From an optimization exercise on the open Yosys and OpenROAD flow, aimed at small area, a short achievable clock period and few clock cycles per item; shortcuts taken in it are not production practice. Where RTL was checked, it was by simulation tests only, not by an equivalence proof against the original. Function not checked in run 1: the RTL went through the layout flow alone. Power and IR drop assume default switching activity.

==> design.v <==
`default_nettype none
package cnn_pkg;
	localparam int PIX_W = 8;
	localparam int WGT_W = 4;
	localparam int N_CH = 4;
	localparam int PATCH = 4;
	localparam int KSIZE = 3;
	localparam int N_POS = 4;
	localparam int FEAT_W = 8;
	localparam int FEAT_MAX = 127;
	localparam int ACC_DEFAULT = 20;
	localparam int ADDR_W = 6;
	localparam logic [ADDR_W-1:0] REG_PIX_BASE = ADDR_W'(0);
	localparam logic [ADDR_W-1:0] REG_WGT_BASE = ADDR_W'(16);
	localparam logic [ADDR_W-1:0] REG_BIAS = ADDR_W'(28);
	localparam logic [ADDR_W-1:0] REG_CMD = ADDR_W'(29);
	localparam logic [ADDR_W-1:0] REG_STATUS = ADDR_W'(30);
	localparam logic [ADDR_W-1:0] REG_FEAT = ADDR_W'(31);
	localparam logic [ADDR_W-1:0] REG_MAX = ADDR_W'(32);
	typedef enum logic [1:0] {
		CMD_NOP = 2'd0,
		CMD_START = 2'd1,
		CMD_CLEAR = 2'd2
	} cmd_e;
	typedef enum logic [2:0] {
		S_IDLE,
		S_WINDOW,
		S_MAC,
		S_QUANT,
		S_POOL,
		S_DONE
	} run_state_e;
endpackage
`default_nettype wire
`default_nettype none
module kernel_mac (
	input  logic [8:0]  a0, a1, a2,
	input  logic [4:0]  b0, b1, b2,
	input  logic [17:0] s_i,
	input  logic [17:0] c_i,
	output logic [17:0] s_o,
	output logic [17:0] c_o
);
	logic t0, t1, t2, t3, t4, t5, t6, t7, t8, t9, t10, t11, t12, t13, t14, t15;
	logic t16, t17, t18, t19, t20, t21, t22, t23, t24, t25, t26, t27, t28, t29, t30, t31;
	logic t32, t33, t34, t35, t36, t37, t38, t39, t40, t41, t42, t43, t44, t45, t46, t47;
	logic t48, t49, t50, t51, t52, t53, t54, t55, t56, t57, t58, t59, t60, t61, t62, t63;
	logic t64, t65, t66, t67, t68, t69, t70, t71, t72, t73, t74, t75, t76, t77, t78, t79;
	logic t80, t81, t82, t83, t84, t85, t86, t87, t88, t89, t90, t91, t92, t93, t94, t95;
	logic t96, t97, t98, t99, t100, t101, t102, t103, t104, t105, t106, t107, t108, t109, t110, t111;
	logic t112, t113, t114, t115, t116, t117, t118, t119, t120, t121, t122, t123, t124, t125, t126, t127;
	logic t128, t129, t130, t131, t132, t133, t134, t135, t136, t137, t138, t139, t140, t141, t142, t143;
	logic t144, t145, t146, t147, t148, t149, t150, t151, t152, t153, t154, t155, t156, t157, t158, t159;
	logic t160, t161, t162, t163, t164, t165, t166, t167, t168, t169, t170, t171, t172, t173, t174, t175;
	logic t176, t177, t178, t179, t180, t181, t182, t183, t184, t185, t186, t187, t188, t189, t190, t191;
	logic t192, t193, t194, t195, t196, t197, t198, t199, t200, t201, t202, t203, t204, t205, t206, t207;
	logic t208, t209, t210, t211, t212, t213, t214, t215, t216, t217, t218, t219, t220, t221, t222, t223;
	logic t224, t225, t226, t227, t228, t229, t230, t231, t232, t233, t234, t235, t236, t237, t238, t239;
	logic t240, t241, t242, t243, t244, t245, t246, t247, t248, t249, t250, t251, t252, t253, t254, t255;
	logic t256, t257, t258, t259, t260, t261, t262, t263, t264, t265, t266, t267, t268, t269, t270, t271;
	logic t272, t273, t274, t275, t276, t277, t278, t279, t280, t281, t282, t283, t284, t285, t286, t287;
	logic t288, t289, t290, t291, t292, t293, t294, t295, t296, t297, t298, t299, t300, t301, t302, t303;
	logic t304, t305, t306, t307, t308, t309;
	assign t0 = (a0[3] & b0[0]) ^ (a0[2] & b0[1]);
	assign t1 = (a0[3] & b0[0]) & (a0[2] & b0[1]);
	assign t2 = (a0[4] & b0[0]) ^ (a0[3] & b0[1]) ^ (a0[2] & b0[2]);
	assign t3 = ((a0[4] & b0[0]) & (a0[3] & b0[1])) | ((a0[2] & b0[2]) & ((a0[4] & b0[0]) ^ (a0[3] & b0[1])));
	assign t4 = (a0[1] & b0[3]) ^ ~(a0[0] & b0[4]) ^ (a1[4] & b1[0]);
	assign t5 = ((a0[1] & b0[3]) & ~(a0[0] & b0[4])) | ((a1[4] & b1[0]) & ((a0[1] & b0[3]) ^ ~(a0[0] & b0[4])));
	assign t6 = (a1[3] & b1[1]) ^ (a1[2] & b1[2]) ^ (a1[1] & b1[3]);
	assign t7 = ((a1[3] & b1[1]) & (a1[2] & b1[2])) | ((a1[1] & b1[3]) & ((a1[3] & b1[1]) ^ (a1[2] & b1[2])));
	assign t8 = (a0[5] & b0[0]) ^ (a0[4] & b0[1]) ^ (a0[3] & b0[2]);
	assign t9 = ((a0[5] & b0[0]) & (a0[4] & b0[1])) | ((a0[3] & b0[2]) & ((a0[5] & b0[0]) ^ (a0[4] & b0[1])));
	assign t10 = (a0[2] & b0[3]) ^ ~(a0[1] & b0[4]) ^ (a1[5] & b1[0]);
	assign t11 = ((a0[2] & b0[3]) & ~(a0[1] & b0[4])) | ((a1[5] & b1[0]) & ((a0[2] & b0[3]) ^ ~(a0[1] & b0[4])));
	assign t12 = (a1[4] & b1[1]) ^ (a1[3] & b1[2]) ^ (a1[2] & b1[3]);
	assign t13 = ((a1[4] & b1[1]) & (a1[3] & b1[2])) | ((a1[2] & b1[3]) & ((a1[4] & b1[1]) ^ (a1[3] & b1[2])));
	assign t14 = ~(a1[1] & b1[4]) ^ (a2[5] & b2[0]) ^ (a2[4] & b2[1]);
	assign t15 = (~(a1[1] & b1[4]) & (a2[5] & b2[0])) | ((a2[4] & b2[1]) & (~(a1[1] & b1[4]) ^ (a2[5] & b2[0])));
	assign t16 = (a0[6] & b0[0]) ^ (a0[5] & b0[1]) ^ (a0[4] & b0[2]);
	assign t17 = ((a0[6] & b0[0]) & (a0[5] & b0[1])) | ((a0[4] & b0[2]) & ((a0[6] & b0[0]) ^ (a0[5] & b0[1])));
	assign t18 = (a0[3] & b0[3]) ^ ~(a0[2] & b0[4]) ^ (a1[6] & b1[0]);
	assign t19 = ((a0[3] & b0[3]) & ~(a0[2] & b0[4])) | ((a1[6] & b1[0]) & ((a0[3] & b0[3]) ^ ~(a0[2] & b0[4])));
	assign t20 = (a1[5] & b1[1]) ^ (a1[4] & b1[2]) ^ (a1[3] & b1[3]);
	assign t21 = ((a1[5] & b1[1]) & (a1[4] & b1[2])) | ((a1[3] & b1[3]) & ((a1[5] & b1[1]) ^ (a1[4] & b1[2])));
	assign t22 = ~(a1[2] & b1[4]) ^ (a2[6] & b2[0]) ^ (a2[5] & b2[1]);
	assign t23 = (~(a1[2] & b1[4]) & (a2[6] & b2[0])) | ((a2[5] & b2[1]) & (~(a1[2] & b1[4]) ^ (a2[6] & b2[0])));
	assign t24 = (a0[7] & b0[0]) ^ (a0[6] & b0[1]) ^ (a0[5] & b0[2]);
	assign t25 = ((a0[7] & b0[0]) & (a0[6] & b0[1])) | ((a0[5] & b0[2]) & ((a0[7] & b0[0]) ^ (a0[6] & b0[1])));
	assign t26 = (a0[4] & b0[3]) ^ ~(a0[3] & b0[4]) ^ (a1[7] & b1[0]);
	assign t27 = ((a0[4] & b0[3]) & ~(a0[3] & b0[4])) | ((a1[7] & b1[0]) & ((a0[4] & b0[3]) ^ ~(a0[3] & b0[4])));
	assign t28 = (a1[6] & b1[1]) ^ (a1[5] & b1[2]) ^ (a1[4] & b1[3]);
	assign t29 = ((a1[6] & b1[1]) & (a1[5] & b1[2])) | ((a1[4] & b1[3]) & ((a1[6] & b1[1]) ^ (a1[5] & b1[2])));
	assign t30 = ~(a1[3] & b1[4]) ^ (a2[7] & b2[0]) ^ (a2[6] & b2[1]);
	assign t31 = (~(a1[3] & b1[4]) & (a2[7] & b2[0])) | ((a2[6] & b2[1]) & (~(a1[3] & b1[4]) ^ (a2[7] & b2[0])));
	assign t32 = ~(a0[8] & b0[0]) ^ (a0[7] & b0[1]) ^ (a0[6] & b0[2]);
	assign t33 = (~(a0[8] & b0[0]) & (a0[7] & b0[1])) | ((a0[6] & b0[2]) & (~(a0[8] & b0[0]) ^ (a0[7] & b0[1])));
	assign t34 = (a0[5] & b0[3]) ^ ~(a0[4] & b0[4]) ^ ~(a1[8] & b1[0]);
	assign t35 = ((a0[5] & b0[3]) & ~(a0[4] & b0[4])) | (~(a1[8] & b1[0]) & ((a0[5] & b0[3]) ^ ~(a0[4] & b0[4])));
	assign t36 = (a1[7] & b1[1]) ^ (a1[6] & b1[2]) ^ (a1[5] & b1[3]);
	assign t37 = ((a1[7] & b1[1]) & (a1[6] & b1[2])) | ((a1[5] & b1[3]) & ((a1[7] & b1[1]) ^ (a1[6] & b1[2])));
	assign t38 = ~(a1[4] & b1[4]) ^ ~(a2[8] & b2[0]) ^ (a2[7] & b2[1]);
	assign t39 = (~(a1[4] & b1[4]) & ~(a2[8] & b2[0])) | ((a2[7] & b2[1]) & (~(a1[4] & b1[4]) ^ ~(a2[8] & b2[0])));
	assign t40 = (a2[6] & b2[2]) ^ (a2[5] & b2[3]);
	assign t41 = (a2[6] & b2[2]) & (a2[5] & b2[3]);
	assign t42 = ~(a0[8] & b0[1]) ^ (a0[7] & b0[2]) ^ (a0[6] & b0[3]);
	assign t43 = (~(a0[8] & b0[1]) & (a0[7] & b0[2])) | ((a0[6] & b0[3]) & (~(a0[8] & b0[1]) ^ (a0[7] & b0[2])));
	assign t44 = ~(a0[5] & b0[4]) ^ ~(a1[8] & b1[1]) ^ (a1[7] & b1[2]);
	assign t45 = (~(a0[5] & b0[4]) & ~(a1[8] & b1[1])) | ((a1[7] & b1[2]) & (~(a0[5] & b0[4]) ^ ~(a1[8] & b1[1])));
	assign t46 = (a1[6] & b1[3]) ^ ~(a1[5] & b1[4]) ^ ~(a2[8] & b2[1]);
	assign t47 = ((a1[6] & b1[3]) & ~(a1[5] & b1[4])) | (~(a2[8] & b2[1]) & ((a1[6] & b1[3]) ^ ~(a1[5] & b1[4])));
	assign t48 = (a2[7] & b2[2]) ^ (a2[6] & b2[3]);
	assign t49 = (a2[7] & b2[2]) & (a2[6] & b2[3]);
	assign t50 = ~(a0[8] & b0[2]) ^ (a0[7] & b0[3]) ^ ~(a0[6] & b0[4]);
	assign t51 = (~(a0[8] & b0[2]) & (a0[7] & b0[3])) | (~(a0[6] & b0[4]) & (~(a0[8] & b0[2]) ^ (a0[7] & b0[3])));
	assign t52 = (a0[2] & b0[0]) ^ (a0[1] & b0[1]) ^ (a0[0] & b0[2]);
	assign t53 = ((a0[2] & b0[0]) & (a0[1] & b0[1])) | ((a0[0] & b0[2]) & ((a0[2] & b0[0]) ^ (a0[1] & b0[1])));
	assign t54 = (a0[1] & b0[2]) ^ (a0[0] & b0[3]) ^ (a1[3] & b1[0]);
	assign t55 = ((a0[1] & b0[2]) & (a0[0] & b0[3])) | ((a1[3] & b1[0]) & ((a0[1] & b0[2]) ^ (a0[0] & b0[3])));
	assign t56 = (a1[2] & b1[1]) ^ (a1[1] & b1[2]) ^ (a1[0] & b1[3]);
	assign t57 = ((a1[2] & b1[1]) & (a1[1] & b1[2])) | ((a1[0] & b1[3]) & ((a1[2] & b1[1]) ^ (a1[1] & b1[2])));
	assign t58 = (a2[3] & b2[0]) ^ (a2[2] & b2[1]);
	assign t59 = (a2[3] & b2[0]) & (a2[2] & b2[1]);
	assign t60 = ~(a1[0] & b1[4]) ^ (a2[4] & b2[0]) ^ (a2[3] & b2[1]);
	assign t61 = (~(a1[0] & b1[4]) & (a2[4] & b2[0])) | ((a2[3] & b2[1]) & (~(a1[0] & b1[4]) ^ (a2[4] & b2[0])));
	assign t62 = (a2[2] & b2[2]) ^ (a2[1] & b2[3]) ^ ~(a2[0] & b2[4]);
	assign t63 = ((a2[2] & b2[2]) & (a2[1] & b2[3])) | (~(a2[0] & b2[4]) & ((a2[2] & b2[2]) ^ (a2[1] & b2[3])));
	assign t64 = s_i[4] ^ c_i[4] ^ 1'b1;
	assign t65 = (s_i[4] & c_i[4]) | (1'b1 & (s_i[4] ^ c_i[4]));
	assign t66 = t1 ^ t2;
	assign t67 = t1 & t2;
	assign t68 = (a2[3] & b2[2]) ^ (a2[2] & b2[3]) ^ ~(a2[1] & b2[4]);
	assign t69 = ((a2[3] & b2[2]) & (a2[2] & b2[3])) | (~(a2[1] & b2[4]) & ((a2[3] & b2[2]) ^ (a2[2] & b2[3])));
	assign t70 = s_i[5] ^ c_i[5] ^ 1'b1;
	assign t71 = (s_i[5] & c_i[5]) | (1'b1 & (s_i[5] ^ c_i[5]));
	assign t72 = t3 ^ t5 ^ t7;
	assign t73 = (t3 & t5) | (t7 & (t3 ^ t5));
	assign t74 = t8 ^ t10 ^ t12;
	assign t75 = (t8 & t10) | (t12 & (t8 ^ t10));
	assign t76 = (a2[4] & b2[2]) ^ (a2[3] & b2[3]) ^ ~(a2[2] & b2[4]);
	assign t77 = ((a2[4] & b2[2]) & (a2[3] & b2[3])) | (~(a2[2] & b2[4]) & ((a2[4] & b2[2]) ^ (a2[3] & b2[3])));
	assign t78 = s_i[6] ^ c_i[6] ^ t9;
	assign t79 = (s_i[6] & c_i[6]) | (t9 & (s_i[6] ^ c_i[6]));
	assign t80 = t11 ^ t13 ^ t15;
	assign t81 = (t11 & t13) | (t15 & (t11 ^ t13));
	assign t82 = t16 ^ t18 ^ t20;
	assign t83 = (t16 & t18) | (t20 & (t16 ^ t18));
	assign t84 = (a2[5] & b2[2]) ^ (a2[4] & b2[3]) ^ ~(a2[3] & b2[4]);
	assign t85 = ((a2[5] & b2[2]) & (a2[4] & b2[3])) | (~(a2[3] & b2[4]) & ((a2[5] & b2[2]) ^ (a2[4] & b2[3])));
	assign t86 = s_i[7] ^ c_i[7] ^ t17;
	assign t87 = (s_i[7] & c_i[7]) | (t17 & (s_i[7] ^ c_i[7]));
	assign t88 = t19 ^ t21 ^ t23;
	assign t89 = (t19 & t21) | (t23 & (t19 ^ t21));
	assign t90 = t24 ^ t26 ^ t28;
	assign t91 = (t24 & t26) | (t28 & (t24 ^ t26));
	assign t92 = ~(a2[4] & b2[4]) ^ s_i[8] ^ c_i[8];
	assign t93 = (~(a2[4] & b2[4]) & s_i[8]) | (c_i[8] & (~(a2[4] & b2[4]) ^ s_i[8]));
	assign t94 = 1'b1 ^ t25 ^ t27;
	assign t95 = (1'b1 & t25) | (t27 & (1'b1 ^ t25));
	assign t96 = t29 ^ t31 ^ t32;
	assign t97 = (t29 & t31) | (t32 & (t29 ^ t31));
	assign t98 = t34 ^ t36 ^ t38;
	assign t99 = (t34 & t36) | (t38 & (t34 ^ t36));
	assign t100 = ~(a2[5] & b2[4]) ^ s_i[9] ^ c_i[9];
	assign t101 = (~(a2[5] & b2[4]) & s_i[9]) | (c_i[9] & (~(a2[5] & b2[4]) ^ s_i[9]));
	assign t102 = 1'b1 ^ t33 ^ t35;
	assign t103 = (1'b1 & t33) | (t35 & (1'b1 ^ t33));
	assign t104 = t37 ^ t39 ^ t41;
	assign t105 = (t37 & t39) | (t41 & (t37 ^ t39));
	assign t106 = t42 ^ t44 ^ t46;
	assign t107 = (t42 & t44) | (t46 & (t42 ^ t44));
	assign t108 = ~(a1[8] & b1[2]) ^ (a1[7] & b1[3]) ^ ~(a1[6] & b1[4]);
	assign t109 = (~(a1[8] & b1[2]) & (a1[7] & b1[3])) | (~(a1[6] & b1[4]) & (~(a1[8] & b1[2]) ^ (a1[7] & b1[3])));
	assign t110 = ~(a2[8] & b2[2]) ^ (a2[7] & b2[3]) ^ ~(a2[6] & b2[4]);
	assign t111 = (~(a2[8] & b2[2]) & (a2[7] & b2[3])) | (~(a2[6] & b2[4]) & (~(a2[8] & b2[2]) ^ (a2[7] & b2[3])));
	assign t112 = s_i[10] ^ c_i[10] ^ t43;
	assign t113 = (s_i[10] & c_i[10]) | (t43 & (s_i[10] ^ c_i[10]));
	assign t114 = t45 ^ t47 ^ t49;
	assign t115 = (t45 & t47) | (t49 & (t45 ^ t47));
	assign t116 = ~(a0[8] & b0[3]) ^ ~(a0[7] & b0[4]) ^ ~(a1[8] & b1[3]);
	assign t117 = (~(a0[8] & b0[3]) & ~(a0[7] & b0[4])) | (~(a1[8] & b1[3]) & (~(a0[8] & b0[3]) ^ ~(a0[7] & b0[4])));
	assign t118 = ~(a1[7] & b1[4]) ^ ~(a2[8] & b2[3]) ^ ~(a2[7] & b2[4]);
	assign t119 = (~(a1[7] & b1[4]) & ~(a2[8] & b2[3])) | (~(a2[7] & b2[4]) & (~(a1[7] & b1[4]) ^ ~(a2[8] & b2[3])));
	assign t120 = (a0[1] & b0[0]) ^ (a0[0] & b0[1]) ^ (a1[1] & b1[0]);
	assign t121 = ((a0[1] & b0[0]) & (a0[0] & b0[1])) | ((a1[1] & b1[0]) & ((a0[1] & b0[0]) ^ (a0[0] & b0[1])));
	assign t122 = (a1[2] & b1[0]) ^ (a1[1] & b1[1]) ^ (a1[0] & b1[2]);
	assign t123 = ((a1[2] & b1[0]) & (a1[1] & b1[1])) | ((a1[0] & b1[2]) & ((a1[2] & b1[0]) ^ (a1[1] & b1[1])));
	assign t124 = (a2[2] & b2[0]) ^ (a2[1] & b2[1]) ^ (a2[0] & b2[2]);
	assign t125 = ((a2[2] & b2[0]) & (a2[1] & b2[1])) | ((a2[0] & b2[2]) & ((a2[2] & b2[0]) ^ (a2[1] & b2[1])));
	assign t126 = (a2[1] & b2[2]) ^ (a2[0] & b2[3]) ^ s_i[3];
	assign t127 = ((a2[1] & b2[2]) & (a2[0] & b2[3])) | (s_i[3] & ((a2[1] & b2[2]) ^ (a2[0] & b2[3])));
	assign t128 = c_i[3] ^ t0 ^ t53;
	assign t129 = (c_i[3] & t0) | (t53 & (c_i[3] ^ t0));
	assign t130 = t54 ^ t56;
	assign t131 = t54 & t56;
	assign t132 = t4 ^ t6 ^ t55;
	assign t133 = (t4 & t6) | (t55 & (t4 ^ t6));
	assign t134 = t57 ^ t59 ^ t60;
	assign t135 = (t57 & t59) | (t60 & (t57 ^ t59));
	assign t136 = t62 ^ t64 ^ t66;
	assign t137 = (t62 & t64) | (t66 & (t62 ^ t64));
	assign t138 = t14 ^ t61 ^ t63;
	assign t139 = (t14 & t61) | (t63 & (t14 ^ t61));
	assign t140 = t65 ^ t67 ^ t68;
	assign t141 = (t65 & t67) | (t68 & (t65 ^ t67));
	assign t142 = t70 ^ t72 ^ t74;
	assign t143 = (t70 & t72) | (t74 & (t70 ^ t72));
	assign t144 = t22 ^ t69 ^ t71;
	assign t145 = (t22 & t69) | (t71 & (t22 ^ t69));
	assign t146 = t73 ^ t75 ^ t76;
	assign t147 = (t73 & t75) | (t76 & (t73 ^ t75));
	assign t148 = t78 ^ t80 ^ t82;
	assign t149 = (t78 & t80) | (t82 & (t78 ^ t80));
	assign t150 = t30 ^ t77 ^ t79;
	assign t151 = (t30 & t77) | (t79 & (t30 ^ t77));
	assign t152 = t81 ^ t83 ^ t84;
	assign t153 = (t81 & t83) | (t84 & (t81 ^ t83));
	assign t154 = t86 ^ t88 ^ t90;
	assign t155 = (t86 & t88) | (t90 & (t86 ^ t88));
	assign t156 = t40 ^ t85 ^ t87;
	assign t157 = (t40 & t85) | (t87 & (t40 ^ t85));
	assign t158 = t89 ^ t91 ^ t92;
	assign t159 = (t89 & t91) | (t92 & (t89 ^ t91));
	assign t160 = t94 ^ t96 ^ t98;
	assign t161 = (t94 & t96) | (t98 & (t94 ^ t96));
	assign t162 = t48 ^ t93 ^ t95;
	assign t163 = (t48 & t93) | (t95 & (t48 ^ t93));
	assign t164 = t97 ^ t99 ^ t100;
	assign t165 = (t97 & t99) | (t100 & (t97 ^ t99));
	assign t166 = t102 ^ t104 ^ t106;
	assign t167 = (t102 & t104) | (t106 & (t102 ^ t104));
	assign t168 = t50 ^ t101 ^ t103;
	assign t169 = (t50 & t101) | (t103 & (t50 ^ t101));
	assign t170 = t105 ^ t107 ^ t108;
	assign t171 = (t105 & t107) | (t108 & (t105 ^ t107));
	assign t172 = t110 ^ t112 ^ t114;
	assign t173 = (t110 & t112) | (t114 & (t110 ^ t112));
	assign t174 = s_i[11] ^ c_i[11] ^ t51;
	assign t175 = (s_i[11] & c_i[11]) | (t51 & (s_i[11] ^ c_i[11]));
	assign t176 = t109 ^ t111 ^ t113;
	assign t177 = (t109 & t111) | (t113 & (t109 ^ t111));
	assign t178 = t115 ^ t116 ^ t118;
	assign t179 = (t115 & t116) | (t118 & (t115 ^ t116));
	assign t180 = (a0[8] & b0[4]) ^ (a1[8] & b1[4]) ^ (a2[8] & b2[4]);
	assign t181 = ((a0[8] & b0[4]) & (a1[8] & b1[4])) | ((a2[8] & b2[4]) & ((a0[8] & b0[4]) ^ (a1[8] & b1[4])));
	assign t182 = s_i[12] ^ c_i[12] ^ t117;
	assign t183 = (s_i[12] & c_i[12]) | (t117 & (s_i[12] ^ c_i[12]));
	assign t184 = (a0[0] & b0[0]) ^ (a1[0] & b1[0]);
	assign t185 = (a0[0] & b0[0]) & (a1[0] & b1[0]);
	assign t186 = (a1[0] & b1[1]) ^ (a2[1] & b2[0]) ^ (a2[0] & b2[1]);
	assign t187 = ((a1[0] & b1[1]) & (a2[1] & b2[0])) | ((a2[0] & b2[1]) & ((a1[0] & b1[1]) ^ (a2[1] & b2[0])));
	assign t188 = s_i[1] ^ c_i[1];
	assign t189 = s_i[1] & c_i[1];
	assign t190 = s_i[2] ^ c_i[2] ^ t52;
	assign t191 = (s_i[2] & c_i[2]) | (t52 & (s_i[2] ^ c_i[2]));
	assign t192 = t121 ^ t122 ^ t124;
	assign t193 = (t121 & t122) | (t124 & (t121 ^ t122));
	assign t194 = t58 ^ t123 ^ t125;
	assign t195 = (t58 & t123) | (t125 & (t58 ^ t123));
	assign t196 = t126 ^ t128 ^ t130;
	assign t197 = (t126 & t128) | (t130 & (t126 ^ t128));
	assign t198 = t127 ^ t129 ^ t131;
	assign t199 = (t127 & t129) | (t131 & (t127 ^ t129));
	assign t200 = t132 ^ t134 ^ t136;
	assign t201 = (t132 & t134) | (t136 & (t132 ^ t134));
	assign t202 = t133 ^ t135 ^ t137;
	assign t203 = (t133 & t135) | (t137 & (t133 ^ t135));
	assign t204 = t138 ^ t140 ^ t142;
	assign t205 = (t138 & t140) | (t142 & (t138 ^ t140));
	assign t206 = t139 ^ t141 ^ t143;
	assign t207 = (t139 & t141) | (t143 & (t139 ^ t141));
	assign t208 = t144 ^ t146 ^ t148;
	assign t209 = (t144 & t146) | (t148 & (t144 ^ t146));
	assign t210 = t145 ^ t147 ^ t149;
	assign t211 = (t145 & t147) | (t149 & (t145 ^ t147));
	assign t212 = t150 ^ t152 ^ t154;
	assign t213 = (t150 & t152) | (t154 & (t150 ^ t152));
	assign t214 = t151 ^ t153 ^ t155;
	assign t215 = (t151 & t153) | (t155 & (t151 ^ t153));
	assign t216 = t156 ^ t158 ^ t160;
	assign t217 = (t156 & t158) | (t160 & (t156 ^ t158));
	assign t218 = t157 ^ t159 ^ t161;
	assign t219 = (t157 & t159) | (t161 & (t157 ^ t159));
	assign t220 = t162 ^ t164 ^ t166;
	assign t221 = (t162 & t164) | (t166 & (t162 ^ t164));
	assign t222 = t163 ^ t165 ^ t167;
	assign t223 = (t163 & t165) | (t167 & (t163 ^ t165));
	assign t224 = t168 ^ t170 ^ t172;
	assign t225 = (t168 & t170) | (t172 & (t168 ^ t170));
	assign t226 = t169 ^ t171 ^ t173;
	assign t227 = (t169 & t171) | (t173 & (t169 ^ t171));
	assign t228 = t174 ^ t176 ^ t178;
	assign t229 = (t174 & t176) | (t178 & (t174 ^ t176));
	assign t230 = t119 ^ t175 ^ t177;
	assign t231 = (t119 & t175) | (t177 & (t119 ^ t175));
	assign t232 = t179 ^ t180 ^ t182;
	assign t233 = (t179 & t180) | (t182 & (t179 ^ t180));
	assign t234 = s_i[13] ^ c_i[13] ^ 1'b1;
	assign t235 = (s_i[13] & c_i[13]) | (1'b1 & (s_i[13] ^ c_i[13]));
	assign t236 = t181 ^ t183;
	assign t237 = t181 & t183;
	assign t238 = (a2[0] & b2[0]) ^ s_i[0];
	assign t239 = (a2[0] & b2[0]) & s_i[0];
	assign t240 = t120 ^ t185 ^ t186;
	assign t241 = (t120 & t185) | (t186 & (t120 ^ t185));
	assign t242 = t187 ^ t189 ^ t190;
	assign t243 = (t187 & t189) | (t190 & (t187 ^ t189));
	assign t244 = t191 ^ t193 ^ t194;
	assign t245 = (t191 & t193) | (t194 & (t191 ^ t193));
	assign t246 = t195 ^ t197 ^ t198;
	assign t247 = (t195 & t197) | (t198 & (t195 ^ t197));
	assign t248 = t199 ^ t201 ^ t202;
	assign t249 = (t199 & t201) | (t202 & (t199 ^ t201));
	assign t250 = t203 ^ t205 ^ t206;
	assign t251 = (t203 & t205) | (t206 & (t203 ^ t205));
	assign t252 = t207 ^ t209 ^ t210;
	assign t253 = (t207 & t209) | (t210 & (t207 ^ t209));
	assign t254 = t211 ^ t213 ^ t214;
	assign t255 = (t211 & t213) | (t214 & (t211 ^ t213));
	assign t256 = t215 ^ t217 ^ t218;
	assign t257 = (t215 & t217) | (t218 & (t215 ^ t217));
	assign t258 = t219 ^ t221 ^ t222;
	assign t259 = (t219 & t221) | (t222 & (t219 ^ t221));
	assign t260 = t223 ^ t225 ^ t226;
	assign t261 = (t223 & t225) | (t226 & (t223 ^ t225));
	assign t262 = t227 ^ t229 ^ t230;
	assign t263 = (t227 & t229) | (t230 & (t227 ^ t229));
	assign t264 = t231 ^ t233 ^ t234;
	assign t265 = (t231 & t233) | (t234 & (t231 ^ t233));
	assign t266 = s_i[14] ^ c_i[14] ^ t235;
	assign t267 = (s_i[14] & c_i[14]) | (t235 & (s_i[14] ^ c_i[14]));
	assign t268 = s_i[15] ^ c_i[15];
	assign t269 = s_i[15] & c_i[15];
	assign t270 = s_i[16] ^ c_i[16];
	assign t271 = s_i[16] & c_i[16];
	assign t272 = s_i[17] ^ c_i[17];
	assign t273 = s_i[17] & c_i[17];
	assign t274 = c_i[0] ^ t184;
	assign t275 = c_i[0] & t184;
	assign t276 = t188 ^ t239 ^ t240;
	assign t277 = (t188 & t239) | (t240 & (t188 ^ t239));
	assign t278 = t192 ^ t241 ^ t242;
	assign t279 = (t192 & t241) | (t242 & (t192 ^ t241));
	assign t280 = t196 ^ t243 ^ t244;
	assign t281 = (t196 & t243) | (t244 & (t196 ^ t243));
	assign t282 = t200 ^ t245 ^ t246;
	assign t283 = (t200 & t245) | (t246 & (t200 ^ t245));
	assign t284 = t204 ^ t247 ^ t248;
	assign t285 = (t204 & t247) | (t248 & (t204 ^ t247));
	assign t286 = t208 ^ t249 ^ t250;
	assign t287 = (t208 & t249) | (t250 & (t208 ^ t249));
	assign t288 = t212 ^ t251 ^ t252;
	assign t289 = (t212 & t251) | (t252 & (t212 ^ t251));
	assign t290 = t216 ^ t253 ^ t254;
	assign t291 = (t216 & t253) | (t254 & (t216 ^ t253));
	assign t292 = t220 ^ t255 ^ t256;
	assign t293 = (t220 & t255) | (t256 & (t220 ^ t255));
	assign t294 = t224 ^ t257 ^ t258;
	assign t295 = (t224 & t257) | (t258 & (t224 ^ t257));
	assign t296 = t228 ^ t259 ^ t260;
	assign t297 = (t228 & t259) | (t260 & (t228 ^ t259));
	assign t298 = t232 ^ t261 ^ t262;
	assign t299 = (t232 & t261) | (t262 & (t232 ^ t261));
	assign t300 = t236 ^ t263 ^ t264;
	assign t301 = (t236 & t263) | (t264 & (t236 ^ t263));
	assign t302 = t237 ^ t265 ^ t266;
	assign t303 = (t237 & t265) | (t266 & (t237 ^ t265));
	assign t304 = 1'b1 ^ t267 ^ t268;
	assign t305 = (1'b1 & t267) | (t268 & (1'b1 ^ t267));
	assign t306 = 1'b1 ^ t269 ^ t270;
	assign t307 = (1'b1 & t269) | (t270 & (1'b1 ^ t269));
	assign t308 = 1'b1 ^ t271 ^ t272;
	assign t309 = (1'b1 & t271) | (t272 & (1'b1 ^ t271));
	assign s_o = {t307, t305, t303, t301, t299, t297, t295, t293, t291, t289, t287, t285, t283, t281, t279, t277, t275, t238};
	assign c_o = {t308, t306, t304, t302, t300, t298, t296, t294, t292, t290, t288, t286, t284, t282, t280, t278, t276, t274};
endmodule
`default_nettype wire
`default_nettype none
module conv_top (
	input  logic        clk,
	input  logic        rst_n,
	input  logic        wb_cyc_i,
	input  logic        wb_stb_i,
	input  logic        wb_we_i,
	input  logic [5:0]  wb_adr_i,
	input  logic [31:0] wb_dat_i,
	output logic [31:0] wb_dat_o,
	output logic        wb_ack_o
);
	logic go, go2;
	logic done_q;
	logic req, wr, pix_w, wgt_w, bias_w, cmd_w, start_cmd, clear_cmd;
	logic max_wait;
	assign req = wb_cyc_i && wb_stb_i;
	assign wb_ack_o = req && !(max_wait && wb_adr_i == 6'd32);
	assign wr = req && wb_we_i && rst_n;
	assign max_wait = go || go2;
	assign pix_w = wr && wb_adr_i[5:4] == 2'b00;
	assign wgt_w = wr && wb_adr_i >= 6'd16 && wb_adr_i <= 6'd27;
	assign bias_w = wr && wb_adr_i == 6'd28;
	assign cmd_w = wr && wb_adr_i == 6'd29 && wb_dat_i[31:2] == 30'd0;
	assign start_cmd = cmd_w && wb_dat_i[1:0] == 2'd1;
	assign clear_cmd = cmd_w && wb_dat_i[1:0] == 2'd2;
	logic [15:0] sp0, sp1;
	logic [11:0] sw0, sw1;
	always_comb begin
		sp0 = '0;
		sp1 = '0;
		sw0 = '0;
		sw1 = '0;
		for (int ch = 0; ch < 4; ch++) begin
			for (int r = 0; r < 4; r++) begin
				if (wb_adr_i == 6'(ch * 4 + r)) begin
					sp0[ch * 4 + r] = 1'b1;
					if (r < 3) sw0[ch * 3 + r] = 1'b1;
					if (r > 0) sw1[ch * 3 + r - 1] = 1'b1;
				end
			end
			for (int kr = 0; kr < 3; kr++) begin
				if (wb_adr_i == 6'(16 + ch * 3 + kr)) begin
					sp0[ch * 4 + kr] = 1'b1;
					sp1[ch * 4 + kr + 1] = 1'b1;
					sw0[ch * 3 + kr] = 1'b1;
				end
			end
		end
	end
	logic [31:0] pix [16];
	logic [15:0] pix_v;
	logic [11:0] wgt [12];
	logic [11:0] wgt_v;
	logic signed [3:0] bias;
	always_ff @(posedge clk) begin
		for (int i = 0; i < 16; i++)
			if (wr && wb_adr_i == 6'(i)) pix[i] <= wb_dat_i;
		for (int i = 0; i < 12; i++)
			if (wr && wb_adr_i == 6'(16 + i)) wgt[i] <= wb_dat_i[11:0];
	end
	always_ff @(posedge clk) begin
		if (!rst_n) begin
			pix_v <= '0;
			wgt_v <= '0;
			bias <= '0;
		end else begin
			for (int i = 0; i < 16; i++)
				if (wr && wb_adr_i == 6'(i)) pix_v[i] <= 1'b1;
			for (int i = 0; i < 12; i++)
				if (wr && wb_adr_i == 6'(16 + i)) wgt_v[i] <= 1'b1;
			if (bias_w) bias <= wb_dat_i[3:0];
		end
	end
	logic [31:0] prow0, prow1;
	logic [11:0] wrow0, wrow1;
	logic        q_pix, q_wgt;
	logic [31:0] x0_q, x1_q;
	logic [11:0] y0_q, y1_q;
	always_comb begin
		prow0 = '0;
		prow1 = '0;
		wrow0 = '0;
		wrow1 = '0;
		for (int i = 0; i < 16; i++) begin
			prow0 = prow0 | ({32{sp0[i] & pix_v[i]}} & pix[i]);
			prow1 = prow1 | ({32{sp1[i] & pix_v[i]}} & pix[i]);
		end
		for (int i = 0; i < 12; i++) begin
			wrow0 = wrow0 | ({12{sw0[i] & wgt_v[i]}} & wgt[i]);
			wrow1 = wrow1 | ({12{sw1[i] & wgt_v[i]}} & wgt[i]);
		end
	end
	always_ff @(posedge clk) begin
		if (!rst_n) begin
			q_pix <= 1'b0;
			q_wgt <= 1'b0;
		end else begin
			q_pix <= pix_w;
			q_wgt <= wgt_w;
		end
	end
	always_ff @(posedge clk) begin
		x0_q <= pix_w ? wb_dat_i : prow0;
		x1_q <= pix_w ? prow0 : prow1;
		y0_q <= pix_w ? wrow0 : wb_dat_i[11:0];
		y1_q <= pix_w ? wrow1 : wrow0;
	end
	logic [8:0] a [2][4];
	logic [4:0] b [2][3];
	always_comb begin
		for (int x = 0; x < 4; x++) begin
			if (q_pix) begin
				a[0][x] = {1'b0, x0_q[(3-x)*8 +: 8]} - {1'b0, x1_q[(3-x)*8 +: 8]};
				a[1][x] = a[0][x];
			end else begin
				a[0][x] = {1'b0, x0_q[(3-x)*8 +: 8]};
				a[1][x] = {1'b0, x1_q[(3-x)*8 +: 8]};
			end
		end
		for (int c = 0; c < 3; c++) begin
			if (q_pix) begin
				b[0][c] = {y0_q[(2-c)*4+3], y0_q[(2-c)*4 +: 4]};
				b[1][c] = {y1_q[(2-c)*4+3], y1_q[(2-c)*4 +: 4]};
			end else if (q_wgt) begin
				b[0][c] = {y0_q[(2-c)*4+3], y0_q[(2-c)*4 +: 4]}
					- {y1_q[(2-c)*4+3], y1_q[(2-c)*4 +: 4]};
				b[1][c] = b[0][c];
			end else begin
				b[0][c] = '0;
				b[1][c] = '0;
			end
		end
	end
	logic [17:0] acc_s [4];
	logic [17:0] acc_c [4];
	logic [17:0] nxt_s [4];
	logic [17:0] nxt_c [4];
	for (genvar p = 0; p < 4; p++) begin : g_pos
		kernel_mac u_mac (
			.a0(a[p/2][p%2]), .a1(a[p/2][p%2 + 1]), .a2(a[p/2][p%2 + 2]),
			.b0(b[p/2][0]), .b1(b[p/2][1]), .b2(b[p/2][2]),
			.s_i(fb_s[p]), .c_i(fb_c[p]), .s_o(nxt_s[p]), .c_o(nxt_c[p])
		);
	end
	logic rst_q;
	logic [17:0] fb_s [4];
	logic [17:0] fb_c [4];
	always_ff @(posedge clk) rst_q <= !rst_n;
	always_comb begin
		for (int p = 0; p < 4; p++) begin
			fb_s[p] = rst_q ? 18'd64 : acc_s[p];
			fb_c[p] = rst_q ? 18'd0 : acc_c[p];
		end
	end
	always_ff @(posedge clk) begin
		for (int p = 0; p < 4; p++) begin
			acc_s[p] <= nxt_s[p];
			acc_c[p] <= nxt_c[p];
		end
	end
	logic [6:0] feat [4];
	logic [6:0] fmax;
	always_ff @(posedge clk) begin
		if (!rst_n) begin
			go <= 1'b0;
			done_q <= 1'b0;
		end else begin
			go <= start_cmd;
			if (start_cmd) done_q <= 1'b1;
			else if (clear_cmd) done_q <= 1'b0;
		end
	end
	logic [6:0] fc [4];
	logic [6:0] fm;
	always_comb begin
		logic ge [4][4];
		for (int p = 0; p < 4; p++) begin
			logic [7:0] k;
			logic [10:0] be, u, v, f;
			logic [11:0] cy;
			k[0] = 1'b0;
			for (int i = 0; i < 7; i++)
				k[i+1] = (acc_s[p][i] & acc_c[p][i]) | ((acc_s[p][i] | acc_c[p][i]) & k[i]);
			be = {{7{bias[3]}}, bias};
			for (int i = 0; i < 11; i++) begin
				u[i] = acc_s[p][7+i] ^ acc_c[p][7+i] ^ be[i];
				v[i] = (acc_s[p][7+i] & acc_c[p][7+i]) | (be[i] & (acc_s[p][7+i] ^ acc_c[p][7+i]));
			end
			cy[0] = k[7];
			for (int i = 0; i < 11; i++) begin
				logic vi;
				vi = (i == 0) ? 1'b0 : v[i-1];
				f[i] = u[i] ^ vi ^ cy[i];
				cy[i+1] = (u[i] & vi) | (cy[i] & (u[i] ^ vi));
			end
			fc[p] = f[10] ? 7'd0 : (f[9:7] != 3'd0 ? 7'd127 : f[6:0]);
		end
		for (int i = 0; i < 4; i++)
			for (int j = 0; j < 4; j++)
				ge[i][j] = feat[i] >= feat[j];
		if (ge[0][1] && ge[0][2] && ge[0][3]) fm = feat[0];
		else if (ge[1][2] && ge[1][3]) fm = feat[1];
		else if (ge[2][3]) fm = feat[2];
		else fm = feat[3];
	end
	always_ff @(posedge clk) begin
		if (!rst_n) begin
			for (int p = 0; p < 4; p++) feat[p] <= '0;
			fmax <= '0;
			go2 <= 1'b0;
		end else begin
			if (go) begin
				for (int p = 0; p < 4; p++) feat[p] <= fc[p];
			end
			if (go2) fmax <= fm;
			go2 <= go;
		end
	end
	always_comb begin
		case (wb_adr_i)
			6'd30: wb_dat_o = {30'd0, done_q, 1'b0};
			6'd31: wb_dat_o = {1'b0, feat[0], 1'b0, feat[1], 1'b0, feat[2], 1'b0, feat[3]};
			6'd32: wb_dat_o = {25'd0, fmax};
			default: wb_dat_o = '0;
		endcase
	end
endmodule
`default_nettype wire
==> flow/run.sh <==
#!/bin/bash
# The standard layout (standard.sh) with two changes:
#  - after the standard synthesis, flow/fa_polarity.py re-polarises the full adders
#    of the synthesized netlist to drop the inverters between them (same function,
#    same registers, same cells otherwise);
#  - the port buffers that ORFS puts on every input and output are BUF cells of
#    drive 4 instead of ORFS's default pick.
# MARGIN is ORFS's SETUP_SLACK_MARGIN (how far below the clock period the setup
# repair aims); the clock period and constraints are the standard flow's.
set -euo pipefail
MARGIN=5
PORTBUF=sky130_fd_sc_hd__buf_4
sed -e "s/SETUP_SLACK_MARGIN=[0-9.]*/SETUP_SLACK_MARGIN=$MARGIN/" \
    -e "s/ \"\${@:-finish}\"/ BUFFER_PORTS_ARGS=\"-buffer_cell $PORTBUF\" \"\${@:-finish}\"/" \
    standard.sh > standard_mod.sh
grep -q "SETUP_SLACK_MARGIN=$MARGIN" standard_mod.sh
grep -q "BUFFER_PORTS_ARGS" standard_mod.sh
R=$(pwd)/orfs/results/sky130hd/conv_top/base
bash standard_mod.sh synth > synth.log 2>&1
cp "$R/1_2_yosys.v" yosys_standard.v
python3 flow/fa_polarity.py yosys_standard.v "$R/1_2_yosys.v" > fa_polarity.log 2>&1
touch "$R/1_2_yosys.v"
bash standard_mod.sh do-1_synth > synth_odb.log 2>&1
bash standard_mod.sh > layout.log 2>&1
==> flow/fa_polarity.py <==
#!/usr/bin/env python3
"""Re-polarise the full adders of a flat sky130 netlist to drop inverters.

A full adder is self-dual: FA(~a, ~b, ~c) = (~cout, ~sum). Yosys's adder
extraction picks each adder's polarity on its own, so chains of adders are often
joined through inverters. This picks a polarity per full adder (flipping one
complements all its pins) that needs as few inverters as possible, then rewires
the netlist: every signal is taken from its driver, through one shared inverter
where the polarity differs. Registers, ports and all other cells are untouched
except for which net feeds their inputs. The function is unchanged.

usage: fa_polarity.py IN.v OUT.v
"""
import re, sys, random, collections

OUT_PINS = {"X", "Y", "Q", "Q_N", "SUM", "COUT", "HI", "LO"}
INV_RE = re.compile(r"^sky130_fd_sc_hd__inv_\d+$")
FA_RE = re.compile(r"^sky130_fd_sc_hd__fa_\d+$")

src = open(sys.argv[1]).read()
m = re.search(r"\bmodule\s+(\S+)\s*\((.*?)\);(.*)\bendmodule", src, re.S)
head_end = m.start(3)
body = m.group(3)

# statements of the body
stmts = [s.strip() for s in re.split(r";\s*\n", body) if s.strip()]
decls = []   # input/output/wire declarations, kept as is
cells = []   # [type, name, [(pin, net)], ]
other = []
cell_re = re.compile(r"^(\S+)\s+(\S+)\s*\((.*)\)$", re.S)
pin_re = re.compile(r"\.(\w+)\s*\(\s*(.*?)\s*\)\s*(?:,|$)", re.S)
ports_out = set()
ports_in = set()
for s in stmts:
    s2 = s.rstrip(";").strip()
    w = s2.split()[0]
    if w in ("input", "output", "wire", "inout"):
        decls.append(s2)
        toks = s2.replace(",", " ").split()
        names = [t for t in toks[1:] if not t.startswith("[")]
        rng = re.search(r"\[(\d+):(\d+)\]", s2)
        for n in names:
            if w == "wire":
                continue
            if rng:
                hi, lo = int(rng.group(1)), int(rng.group(2))
                bits = [f"{n}[{i}]" for i in range(min(hi, lo), max(hi, lo) + 1)]
            else:
                bits = [n]
            (ports_out if w == "output" else ports_in).update(bits)
        continue
    if w == "assign":
        other.append(s2)
        continue
    mm = cell_re.match(s2)
    if not mm:
        other.append(s2)
        continue
    pins = [(p, n.strip()) for p, n in pin_re.findall(mm.group(3))]
    cells.append([mm.group(1), mm.group(2), pins])

if any(o.startswith("assign") for o in other):
    # nets joined by assigns would need aliasing; leave such netlists alone
    open(sys.argv[2], "w").write(src)
    print("assign statements present: netlist left unchanged")
    sys.exit(0)

def norm(n):
    return n.replace(" ", "")

def is_const(n):
    return "'" in n

driver = {}
for ci, (t, name, pins) in enumerate(cells):
    for p, n in pins:
        if p in OUT_PINS and not is_const(n):
            driver[norm(n)] = (ci, p)

# inverters that may be removed: output not a port
inv_cells = set()
for ci, (t, name, pins) in enumerate(cells):
    if INV_RE.match(t):
        d = dict(pins)
        if norm(d["Y"]) not in ports_out:
            inv_cells.add(ci)

def root(n):
    n = norm(n)
    par = 0
    seen = 0
    while n in driver and driver[n][0] in inv_cells and seen < 100:
        ci = driver[n][0]
        n = norm(dict(cells[ci][2])["A"])
        par ^= 1
        seen += 1
    return n, par

fa_cells = [ci for ci, c in enumerate(cells) if FA_RE.match(c[0])]
fa_index = {ci: k for k, ci in enumerate(fa_cells)}

# loads: (cell index or None for port, pin, root net, parity)
loads = collections.defaultdict(list)   # root -> list of (ci, pin, par)
for ci, (t, name, pins) in enumerate(cells):
    if ci in inv_cells:
        continue
    for p, n in pins:
        if p in OUT_PINS or is_const(n):
            continue
        r, par = root(n)
        loads[r].append((ci, p, par))
for pn in ports_out:
    if pn in driver and driver[pn][0] in inv_cells:
        pass  # not possible: such inverters are kept
# roots driven by a kept inverter whose output is a port: those are ordinary cells

flip = [0] * len(fa_cells)

def provided(r):
    d = driver.get(r)
    if d and d[0] in fa_index:
        return flip[fa_index[d[0]]]
    return 0

def need(ci, p, par):
    if ci in fa_index and p in ("A", "B", "CIN"):
        return par ^ flip[fa_index[ci]]
    return par

def root_cost(r):
    q = provided(r)
    for ci, p, par in loads[r]:
        if need(ci, p, par) != q:
            return 1
    return 0

# roots touched by each fa
fa_roots = []
for ci in fa_cells:
    rs = set()
    for p, n in cells[ci][2]:
        if is_const(n):
            continue
        if p in OUT_PINS:
            rs.add(norm(n))
        else:
            rs.add(root(n)[0])
    fa_roots.append(rs)

def total():
    return sum(root_cost(r) for r in loads)

best = total()
print("inverters before:", len(inv_cells), "needed with current polarity:", best)
improved = True
it = 0
while improved and it < 50:
    improved = False
    it += 1
    order = list(range(len(fa_cells)))
    random.Random(it).shuffle(order)
    for k in order:
        before = sum(root_cost(r) for r in fa_roots[k])
        flip[k] ^= 1
        after = sum(root_cost(r) for r in fa_roots[k])
        if after < before:
            improved = True
        else:
            flip[k] ^= 1
# simulated annealing on top of the greedy result
import math
rng = random.Random(12345)
cur = total()
bestflip = flip[:]
bestcost = cur
T = 1.0
steps = 400000
for st in range(steps):
    T = 1.0 * (1 - st / steps) + 0.02
    k = rng.randrange(len(fa_cells))
    before = sum(root_cost(r) for r in fa_roots[k])
    flip[k] ^= 1
    after = sum(root_cost(r) for r in fa_roots[k])
    d = after - before
    if d <= 0 or rng.random() < math.exp(-d / T):
        cur += d
        if cur < bestcost:
            bestcost = cur
            bestflip = flip[:]
    else:
        flip[k] ^= 1
flip[:] = bestflip
final = total()
print("inverters needed after polarity choice:", final, "flipped:", sum(flip))

# rewrite
newinv = {}
uid = 0
def inv_net(r):
    global uid
    if r not in newinv:
        uid += 1
        newinv[r] = (f"_fapol_inv_{uid}_", f"_fapol_n_{uid}_")
    return newinv[r][1]

def fmt(n):
    return n if (n.startswith("\\") is False) else n + " "

netname = {}
for ci, (t, name, pins) in enumerate(cells):
    for p, n in pins:
        netname.setdefault(norm(n), n)

for r in loads:
    q = provided(r)
    for ci, p, par in loads[r]:
        want = need(ci, p, par)
        pins = cells[ci][2]
        for k, (pp, n) in enumerate(pins):
            if pp == p:
                if want == q:
                    pins[k] = (pp, netname.get(r, r))
                else:
                    pins[k] = (pp, inv_net(r))

out = [src[:head_end]]
for d in decls:
    out.append("  " + d + " ;\n")
for r, (iname, nnet) in newinv.items():
    out.append(f"  wire {nnet};\n")
for ci, (t, name, pins) in enumerate(cells):
    if ci in inv_cells:
        continue
    conn = ",\n".join(f"    .{p}({n if not n.startswith(chr(92)) else n.rstrip() + ' '})" for p, n in pins)
    out.append(f"  {t} {name} (\n{conn}\n  );\n")
for r, (iname, nnet) in newinv.items():
    rn = netname.get(r, r)
    if rn.startswith("\\"):
        rn = rn.rstrip() + " "
    out.append(f"  sky130_fd_sc_hd__inv_1 {iname} (\n    .A({rn}),\n    .Y({nnet})\n  );\n")
out.append("endmodule\n")
open(sys.argv[2], "w").write("".join(out))
print("inverters written:", len(newinv), "kept port inverters:",
      sum(1 for ci, c in enumerate(cells) if INV_RE.match(c[0]) and ci not in inv_cells))
==> standard.sh <==
#!/bin/bash
# synth_recipe.tcl (not shown) runs the flow's synth.tcl, then flattens the netlist and writes it again
# the make line also repeats each setting of config.mk as NAME=value (left out here)
make -C /OpenROAD-flow-scripts/flow DESIGN_CONFIG=/design/flow/config.mk WORK_HOME=/design/flow/orfs CLKGATE_MAP_FILE= SYNTH_SCRIPT=/design/flow/synth_recipe.tcl "${@:-finish}"
==> config.mk <==
export PLATFORM = sky130hd
export DESIGN_NAME = conv_top
export DESIGN_NICKNAME = conv_top
export VERILOG_FILES = /design/flow/design.v
export SDC_FILE = /design/flow/constraint.sdc
export NUM_CORES = 8
export LEC_CHECK = 0
export CAP_MARGIN = 20
export CORE_MARGIN = 2
export CORE_UTILIZATION = 65
export CTS_BUF_LIST = sky130_fd_sc_hd__clkbuf_8
export CTS_CLUSTER_DIAMETER = 50
export CTS_CLUSTER_SIZE = 18
export SETUP_SLACK_MARGIN = 5
export SLEW_MARGIN = 20
==> constraint.sdc <==
create_clock -name core_clock -period 11.0 [get_ports {clk}]
set_input_delay 2.2000 -clock core_clock [delete_from_list [all_inputs] [get_ports {clk}]]
set_output_delay 2.2000 -clock core_clock [all_outputs]
set_load 0.01 [all_outputs]
==> results.py, run 1 <==
metrics = {
    "run_status": {
        "status": "timing/DRC/antenna clean",
    },
    "worst_setup_path": {
        "cp-end-kind": "flop",
        "reg2reg_to": "feat[0][5]",
        "crit_arrival_ns": 7.07,
        "ff2ff_path_depth": 22,
        "path_cells": "o211ai_1 > a31oi_1 > maj3_2 > maj3_2 > maj3_2 > maj3_2 > ha_2 > fa_2 > fa_2 > fa_2 > fa_2 > fa_2 > fa_2 > fa_2 > fa_2 > fa_2 > xnor2_2 > xnor2_2 > xor2_2 > buf_6 > o211ai_1 > a21oi_1",
        "cp_max_fo": 7,
        "crit_top_cell": "fa_2",
        "cp.required_ns": 11.71,
        "slowest_delay_ns": 0.37,
        "r2r_start": "acc_s[0][1]",
        "crit_family": "adder cells",
        "critPathLaunchType": "flop",
        "crit_buf_inv": 1,
        "reg2reg_slack_ns": 4.64,
        "path_class": "flop to flop",
        "slowest_stage": "fa_2",
    },
    "floorplanning": {
        "pin_count": 76,
        "initial_core_util": 0.654,
        "fp-row-count": 109,
        "die_x_um": 302,
        "die_area_um2": 91200,
        "core_area_um2": 88200,
        "die_h_um": 302,
    },
    "global_route": {
        "grt_max_degree": 96,
        "grt_pass1_vias": 42167,
        "antenna_found_initial": 13,
        "grt_pass1_wl_mm": 275,
        "gr-total-overflow": 0,
        "grt.total_usage": 0.420,
    },
    "power_and_ir_drop": {
        "p_leak_nw": 22.3,
        "p_per_area_nw_per_um2": 145,
        "power_switching_w": 0.00286,
        "p_int_w": 0.00623,
        "swShare": 0.315,
        "clkPwrFrac": 0.290,
        "p_comb_frac": 0.250,
        "p_seq_frac": 0.460,
        "ir_drop_mv": 0.366,
    },
    "cts": {
        "cts_made_buffers": 98,
        "clock_path_buffers": 3,
        "cts_max_level": 3,
        "cts_tree": "yes",
        "holdBufCountCts": 0,
        "clk_latency_ns": 0.83,
        "cts.sinks": 961,
        "cts_root_buf": "clkbuf_8",
        "path_clk_slew_ns": 0.10,
    },
    "timing": {
        "fmax_mhz": 157,
        "fin_tns_setup_ns": 0,
        "hold_violations": 0,
        "tightest_slew_ns": 1.26,
        "fin_skew_ns": 0.0728,
        "rsz0062_at_grt": "true",
        "drv_slew": 0,
        "slew-limit-headroom": 0.162,
        "min_period_over_period": 0.578,
        "min_period_ns": 6.36,
        "setup-violations-final": 0,
    },
    "worst_hold_path": {
        "min_path_type": "flop to flop",
        "min_delay_path_depth": 1,
        "worstHoldStart": "pix_v[8]",
        "min_to": "pix_v[8]",
    },
    "detailed_routing": {
        "drtIter0Drc": 6472,
        "wirelength_mm": 190,
        "drt_pass1_iterations": 14,
        "drcViolationCount": 0,
        "via_count": 41921,
        "ant_nets": 0,
        "viasPerCell": 6.92,
        "wl_per_cell_um": 31.3,
    },
    "layout": {
        "drive_gt1_frac": 0.127,
        "final_nets": 5633,
        "synthToLayoutAreaGrowth_pct": 8.29,
        "n_fill_cell": 6323,
        "final_util": 0.709,
    },
    "place": {
        "dpl.hpwl_mm": 122,
        "place_congestion": 1.01,
        "io_buffer_count": 71,
    },
    "synthesis": {
        "syn_area_per_cell_um2": 12.1,
        "ys_warn_count": 25,
        "syn-cell-area_um2": 57700,
        "synthCells": 4758,
    },
    "flow_run": {
        "max_cap_viol_count": 0,
    },
}
[sequential cells by signal, summed over array words and instances, names as in the netlist, 7 cells and up]
signal  count
acc_c      72
acc_s      72
feat       28
fmax        7
pix       512
pix_v      16
wgt       144
wgt_v      12
x0_q       32
x1_q       32
y0_q       12
y1_q       12
[metal layers]
metal | part of all wire | global-route usage | up-vias
met5 | 0.00044 | 0 | -
met4 | 0.066 | 0.234 | 12
met3 | 0.13 | 0.117 | 754
met2 | 0.45 | 0.645 | 3202
met1 | 0.35 | 0.543 | 20712
li1 | - | - | 17241
[layout make-up]
type | count | area [um2] | share of cell area
multi-input cells | 3178 | 30000 | 0.479
flip-flops and latches | 961 | 25800 | 0.413
repair buffers | 204 | 1610 | 0.0257
well taps | 1165 | 1460 | 0.0233
clock buffers | 100 | 1380 | 0.0220
inverters | 362 | 1360 | 0.0217
clock inverters | 85 | 937 | 0.0150
diodes | 4 | 10.0 | 0.000160
[power by group through the flow]
stage	sequential, W	clock [W]	combinational, W
after floorplan	0.00422	0	0.00158
after detailed placement	0.00426	0	0.00214
after global routing	0.00420	0.00279	0.00261
after CTS	0.00418	0.00265	0.00228
final	0.00418	0.00264	0.00227
after global placement	0.00426	0	0.00208
[timing repair]
| item | 4_1_cts | 5_1_grt |
|---|---|---|
| setup endpoints to repair | 111 | 76 |
| gates resized for setup | 28 | 19 |
| pin swaps | 21 | 3 |
| buffers inserted | 10 | 6 |
| cloned | 0 | 1 |
[worst max-delay path by stage]
stage                      from           to  slack (ns)  depth (start not counted)
floorplan           wb_adr_i[4]    pix[7][0]        4.92                          7
global placement    wb_adr_i[4]  wb_dat_o[2]        3.84                          6
finish              acc_s[0][1]   feat[0][5]        4.64                         22
CTS                 acc_s[0][1]   feat[0][5]        4.63                         22
detailed placement  wb_adr_i[4]  wb_dat_o[4]        3.67                          6
global route        acc_s[0][1]   feat[0][5]        4.40                         22
[layout by cell type (no fill, tap or decap), types with 39 or more instances in the layout]
master	instances
nor2_1	319
and3_1	39
nand4_1	46
dfxtp_1	297
and2_1	39
clkbuf_8	100
edfxtp_1	656
nand2_1	358
o21a_1	40
a222oi_1	71
fa_1	579
nor2b_1	74
nand3_1	85
ha_1	166
a22o_1	104
inv_1	365
a22oi_1	195
buf_4	195
a21oi_1	126
a221oi_1	91
nand2b_1	141
o21ai_0	78
[worst register-to-register path, delay by kind of cell (launching register included)]
| kind | cells | cell delay [ns] |
|---|---|---|
| flip-flops | 1 | 0.34 |
| adder cells (fa/ha/maj) | 14 | 4.70 |
| AO/OA/AOI/OAI | 4 | 0.59 |
| XOR/XNOR | 3 | 0.49 |
| buffers and inverters | 1 | 0.14 |
[metrics by stage]
stage                     hold slack [ns]  power [W]  setup slack, ns  cells  cell area, um2
after global placement              0.438    0.00633             3.84   5853           59800
after global routing                0.479    0.00960             4.40   6059           62500
after floorplan                     0.432    0.00580             4.92   4761           57900
final                               0.472    0.00909             4.64   6059           62500
after CTS                           0.471    0.00911             4.63   6048           62400
after detailed placement            0.447    0.00640             3.67   5853           59800
==> run 2, diff against run 1 <==
--- a/design.v
+++ b/design.v
@@ -452,7 +452,6 @@
 	logic [31:0] prow0, prow1;
 	logic [11:0] wrow0, wrow1;
-	logic        q_pix, q_wgt;
-	logic [31:0] x0_q, x1_q;
-	logic [11:0] y0_q, y1_q;
+	logic [31:0] x0_q, x1_q, x2_q;
+	logic [11:0] y0_q, y1_q, y2_q;
 	always_comb begin
 		prow0 = '0;
@@ -471,16 +470,17 @@
 	always_ff @(posedge clk) begin
 		if (!rst_n) begin
-			q_pix <= 1'b0;
-			q_wgt <= 1'b0;
+			y0_q <= '0;
+			y1_q <= '0;
+			y2_q <= '0;
 		end else begin
-			q_pix <= pix_w;
-			q_wgt <= wgt_w;
+			y0_q <= pix_w ? wrow0 : (wgt_w ? wb_dat_i[11:0] : 12'd0);
+			y1_q <= wgt_w ? wrow0 : 12'd0;
+			y2_q <= pix_w ? wrow1 : (wgt_w ? wb_dat_i[11:0] : 12'd0);
 		end
 	end
 	always_ff @(posedge clk) begin
 		x0_q <= pix_w ? wb_dat_i : prow0;
-		x1_q <= pix_w ? prow0 : prow1;
-		y0_q <= pix_w ? wrow0 : wb_dat_i[11:0];
-		y1_q <= pix_w ? wrow1 : wrow0;
+		x1_q <= pix_w ? prow0 : 32'd0;
+		x2_q <= pix_w ? wb_dat_i : prow1;
 	end
 	logic [8:0] a [2][4];
@@ -488,24 +488,10 @@
 	always_comb begin
 		for (int x = 0; x < 4; x++) begin
-			if (q_pix) begin
-				a[0][x] = {1'b0, x0_q[(3-x)*8 +: 8]} - {1'b0, x1_q[(3-x)*8 +: 8]};
-				a[1][x] = a[0][x];
-			end else begin
-				a[0][x] = {1'b0, x0_q[(3-x)*8 +: 8]};
-				a[1][x] = {1'b0, x1_q[(3-x)*8 +: 8]};
-			end
+			a[0][x] = {1'b0, x0_q[(3-x)*8 +: 8]} - {1'b0, x1_q[(3-x)*8 +: 8]};
+			a[1][x] = {1'b0, x2_q[(3-x)*8 +: 8]} - {1'b0, x1_q[(3-x)*8 +: 8]};
 		end
 		for (int c = 0; c < 3; c++) begin
-			if (q_pix) begin
-				b[0][c] = {y0_q[(2-c)*4+3], y0_q[(2-c)*4 +: 4]};
-				b[1][c] = {y1_q[(2-c)*4+3], y1_q[(2-c)*4 +: 4]};
-			end else if (q_wgt) begin
-				b[0][c] = {y0_q[(2-c)*4+3], y0_q[(2-c)*4 +: 4]}
-					- {y1_q[(2-c)*4+3], y1_q[(2-c)*4 +: 4]};
-				b[1][c] = b[0][c];
-			end else begin
-				b[0][c] = '0;
-				b[1][c] = '0;
-			end
+			b[0][c] = {y0_q[(2-c)*4+3], y0_q[(2-c)*4 +: 4]} - {y1_q[(2-c)*4+3], y1_q[(2-c)*4 +: 4]};
+			b[1][c] = {y2_q[(2-c)*4+3], y2_q[(2-c)*4 +: 4]} - {y1_q[(2-c)*4+3], y1_q[(2-c)*4 +: 4]};
 		end
 	end
@@ -554,22 +540,8 @@
 		logic ge [4][4];
 		for (int p = 0; p < 4; p++) begin
-			logic [7:0] k;
-			logic [10:0] be, u, v, f;
-			logic [11:0] cy;
-			k[0] = 1'b0;
-			for (int i = 0; i < 7; i++)
-				k[i+1] = (acc_s[p][i] & acc_c[p][i]) | ((acc_s[p][i] | acc_c[p][i]) & k[i]);
-			be = {{7{bias[3]}}, bias};
-			for (int i = 0; i < 11; i++) begin
-				u[i] = acc_s[p][7+i] ^ acc_c[p][7+i] ^ be[i];
-				v[i] = (acc_s[p][7+i] & acc_c[p][7+i]) | (be[i] & (acc_s[p][7+i] ^ acc_c[p][7+i]));
-			end
-			cy[0] = k[7];
-			for (int i = 0; i < 11; i++) begin
-				logic vi;
-				vi = (i == 0) ? 1'b0 : v[i-1];
-				f[i] = u[i] ^ vi ^ cy[i];
-				cy[i+1] = (u[i] & vi) | (cy[i] & (u[i] ^ vi));
-			end
+			logic [17:0] sum;
+			logic [10:0] f;
+			sum = acc_s[p] + acc_c[p] + {{7{bias[3]}}, bias, 7'd0};
+			f = sum[17:7];
 			fc[p] = f[10] ? 7'd0 : (f[9:7] != 3'd0 ? 7'd127 : f[6:0]);
 		end
==> run 2 against run 1 <==
- design area is 3.4% higher
- hold slack worse by 0.00083 ns
- clock power hardly changed
- critical path type is now input port to output port
- critical path depth is 16 lower
- sequential power is 4% higher
- largest power group unchanged
- global-route usage is 0.91 points lower
- final cell count is 4.4% higher
- power is 4.9% higher
==> results.py, run 2 <==
metrics = {
    "floorplanning": {
        "die_area_um2": 95000,
        "core_area_um2": 91700,
        "die_h_um": 308,
        "die_x_um": 308,
        "fp-row-count": 111,
        "pin_count": 76,
        "initial_core_util": 0.656,
    },
    "worst_setup_path": {
        "crit_arrival_ns": 3.73,
        "critPathLaunchType": "input port",
        "cp-end-kind": "output port",
        "path_class": "input port to output port",
        "cp_max_fo": 28,
        "reg2reg_slack_ns": 5.13,
        "cp.required_ns": 8.80,
    },
    "global_route": {
        "grt_pass1_wl_mm": 280,
        "antenna_found_initial": 10,
        "grt_max_degree": 90,
        "gr-total-overflow": 0,
        "grt_pass1_vias": 43322,
        "grt.total_usage": 0.411,
    },
    "layout": {
        "n_fill_cell": 6627,
        "final_nets": 5980,
        "drive_gt1_frac": 0.101,
        "top_regs": "pix x512, wgt x144",
        "largest_register_ffs": 512,
        "layout_commonest_cell": "edfxtp_1",
        "layout_common_cells": "656 x edfxtp_1, 586 x fa_1, 401 x inv_1",
        "largest-register": "pix",
        "fin_cells": 6327,
        "synthToLayoutAreaGrowth_pct": 7.53,
    },
    "cts": {
        "cts_tree": "yes",
        "clock_path_buffers": 3,
        "holdBufCountCts": 0,
        "cts_root_buf": "clkbuf_8",
        "cts_max_level": 3,
        "path_clk_slew_ns": 0.10,
        "clk_latency_ns": 0.84,
        "cts_made_buffers": 101,
        "cts.sinks": 1003,
    },
    "place": {
        "dpl.cell_count": 6124,
        "io_buffer_count": 71,
        "place_congestion": 0.988,
        "dpl.hpwl_mm": 126,
        "place_ws_ns": 4.13,
    },
    "detailed_routing": {
        "route.met2.wl_mm": 86.0,
        "wirelength_mm": 193,
        "wl_met1_mm": 69.0,
        "drtIter0Drc": 6661,
        "drcViolationCount": 0,
        "drt_pass1_iterations": 10,
        "route.met3.wl_mm": 25.0,
        "wl_per_cell_um": 30.5,
        "top_layer": "met5",
        "via_count": 42969,
        "ant_nets": 0,
        "viasPerCell": 6.79,
    },
    "synthesis": {
        "ys_warn_count": 25,
        "synthCells": 5006,
        "syn-cell-area_um2": 60100,
        "syn_area_per_cell_um2": 12.0,
    },
    "power_and_ir_drop": {
        "p_per_area_nw_per_um2": 147,
        "p_leak_nw": 24.4,
        "ir_drop_mv": 0.134,
    },
    "run_status": {
        "status": "timing/DRC/antenna clean",
    },
    "timing": {
        "min_period_over_period": 0.539,
        "drv_slew": 0,
        "fmax_mhz": 169,
        "fin_tns_setup_ns": 0,
        "setup-violations-final": 0,
        "rsz0062_at_grt": "false",
        "tightest_slew_ns": 1.17,
        "slew-limit-headroom": 0.201,
        "worst_slack_ns": 5.07,
        "hold_violations": 0,
        "min_period_ns": 5.93,
        "fin_skew_ns": 0.0787,
    },
    "flow_run": {
        "max_cap_viol_count": 0,
    },
    "worst_hold_path": {
        "min_path_type": "flop to flop",
    },
}
run 2: cell count changes in the layout (fill, tap and decap cells not counted), sizes merged, moves of 27 or more:
cell    before  now
xnor2       33   64
nor2       342  417
or3          5   47
buf        204  173
ha         170  300
a222oi      71  118
a21o        15   42
fa         615  586
o211ai      32    3
a21oi      136   72
nor3        36   74
a32oi       38    0
dfxtp      305  347
run 2: metrics by stage:
stage | hold slack, ns | power (W) | instance area, um2 | util
finish | 0.472 | 0.00953 | 64700 | 0.705
CTS | 0.474 | 0.00956 | 64500 | 0.704
detailed placement | 0.451 | 0.00698 | 62100 | 0.678
global placement | 0.442 | 0.00692 | 62100 | 0.678
floorplan | 0.430 | 0.00623 | 60100 | -
global route | 0.506 | 0.0100 | 64700 | 0.705
run 2: power breakdown:
| part | switching [W] | internal, W |
|---|---|---|
| Clock | 0.00151 | 0.00111 |
| Sequential | 0.000134 | 0.00419 |
| Combinational | 0.00152 | 0.00106 |
run 2: layer usage:
metal / global-route usage / vias up
li1: - / 18005
met1: 0.524 / 20974
met2: 0.629 / 3230
met3: 0.119 / 754
met4: 0.239 / 6
met5: 0 / -
run 2: cell type report:
| class | instances | area [um2] | share of cell area |
|---|---|---|---|
| Inverter | 393 | 1480 | 0.0229 |
| Sequential cell | 1003 | 26700 | 0.412 |
| Antenna cell | 6 | 15.0 | 0.000232 |
| Clock inverter | 83 | 841 | 0.0130 |
| Tap cell | 1186 | 1480 | 0.0229 |
| Multi-Input combinational cell | 3379 | 31500 | 0.487 |
| Timing Repair Buffer | 173 | 1300 | 0.0201 |
| Clock buffer | 104 | 1430 | 0.0221 |
run 2: path summary, 6_finish.rpt:
kind / endpoint / depth (start not counted) / start
setup / recovery: wb_dat_o[4] / 6 / wb_adr_i[2]
hold / removal: pix_v[8] / 1 / pix_v[8]
setup reg to reg: acc_c[2][9] / 12 / y1_q[4]
hold reg to reg: pix_v[8] / 1 / pix_v[8]
run 2: worst max-delay path, stage by stage:
cell     delay [ns]
buf_4          0.18
nand2_2        0.50
nor3_4         0.34
buf_4          0.20
a22o_1         0.16
buf_4          0.12
run 2: timing repair:
action,in CTS,in global routing
gates cloned,0,0
buffers inserted,3,7
pin swaps,2,6
resized for setup,19,33
endpoints found under the setup margin,81,52
Testbench counts of run 2, summed over its fixed seeds: cycles 11,761, jobs 512.

==> separate check: timing with driven ports <==
How much do the figures lean on ideal ports? The routed layouts below were timed once more, with nothing changed but the port constraints. Step 1 sets driving cells, clkbuf_16 on the clock port and buf_2 on the other inputs (assumed; they add their load-dependent delay and slew). Step 2, shift: input delay + t, output delay - t, t = (earliest + latest rising clock arrival at the registers) / 2. This alone moves slack from input paths to output paths. Slacks: ideal / step 1 / step 2; pairs: ideal / step 1.
| run | shift t [ns] | setup slack, ns | worst hold slack (ns) | worst slew at a driven data input, ns | cell pins on the clock port's net |
|---|---|---|---|---|---|
| run 1 | 0.864 | 4.642 / 4.642 / 4.642 | 0.472 / 0.472 / 0.472 | 0.12 | 1 |
| run 2 | 0.873 | 5.066 / 5.005 / 5.005 | 0.472 / 0.472 / 0.472 | 0.13 | 1 |
After both steps every run listed still meets setup and hold. For run 2, which loses most, drivers alone change the setup slack by -0.061 ns; drivers and shift together by -0.061 ns.
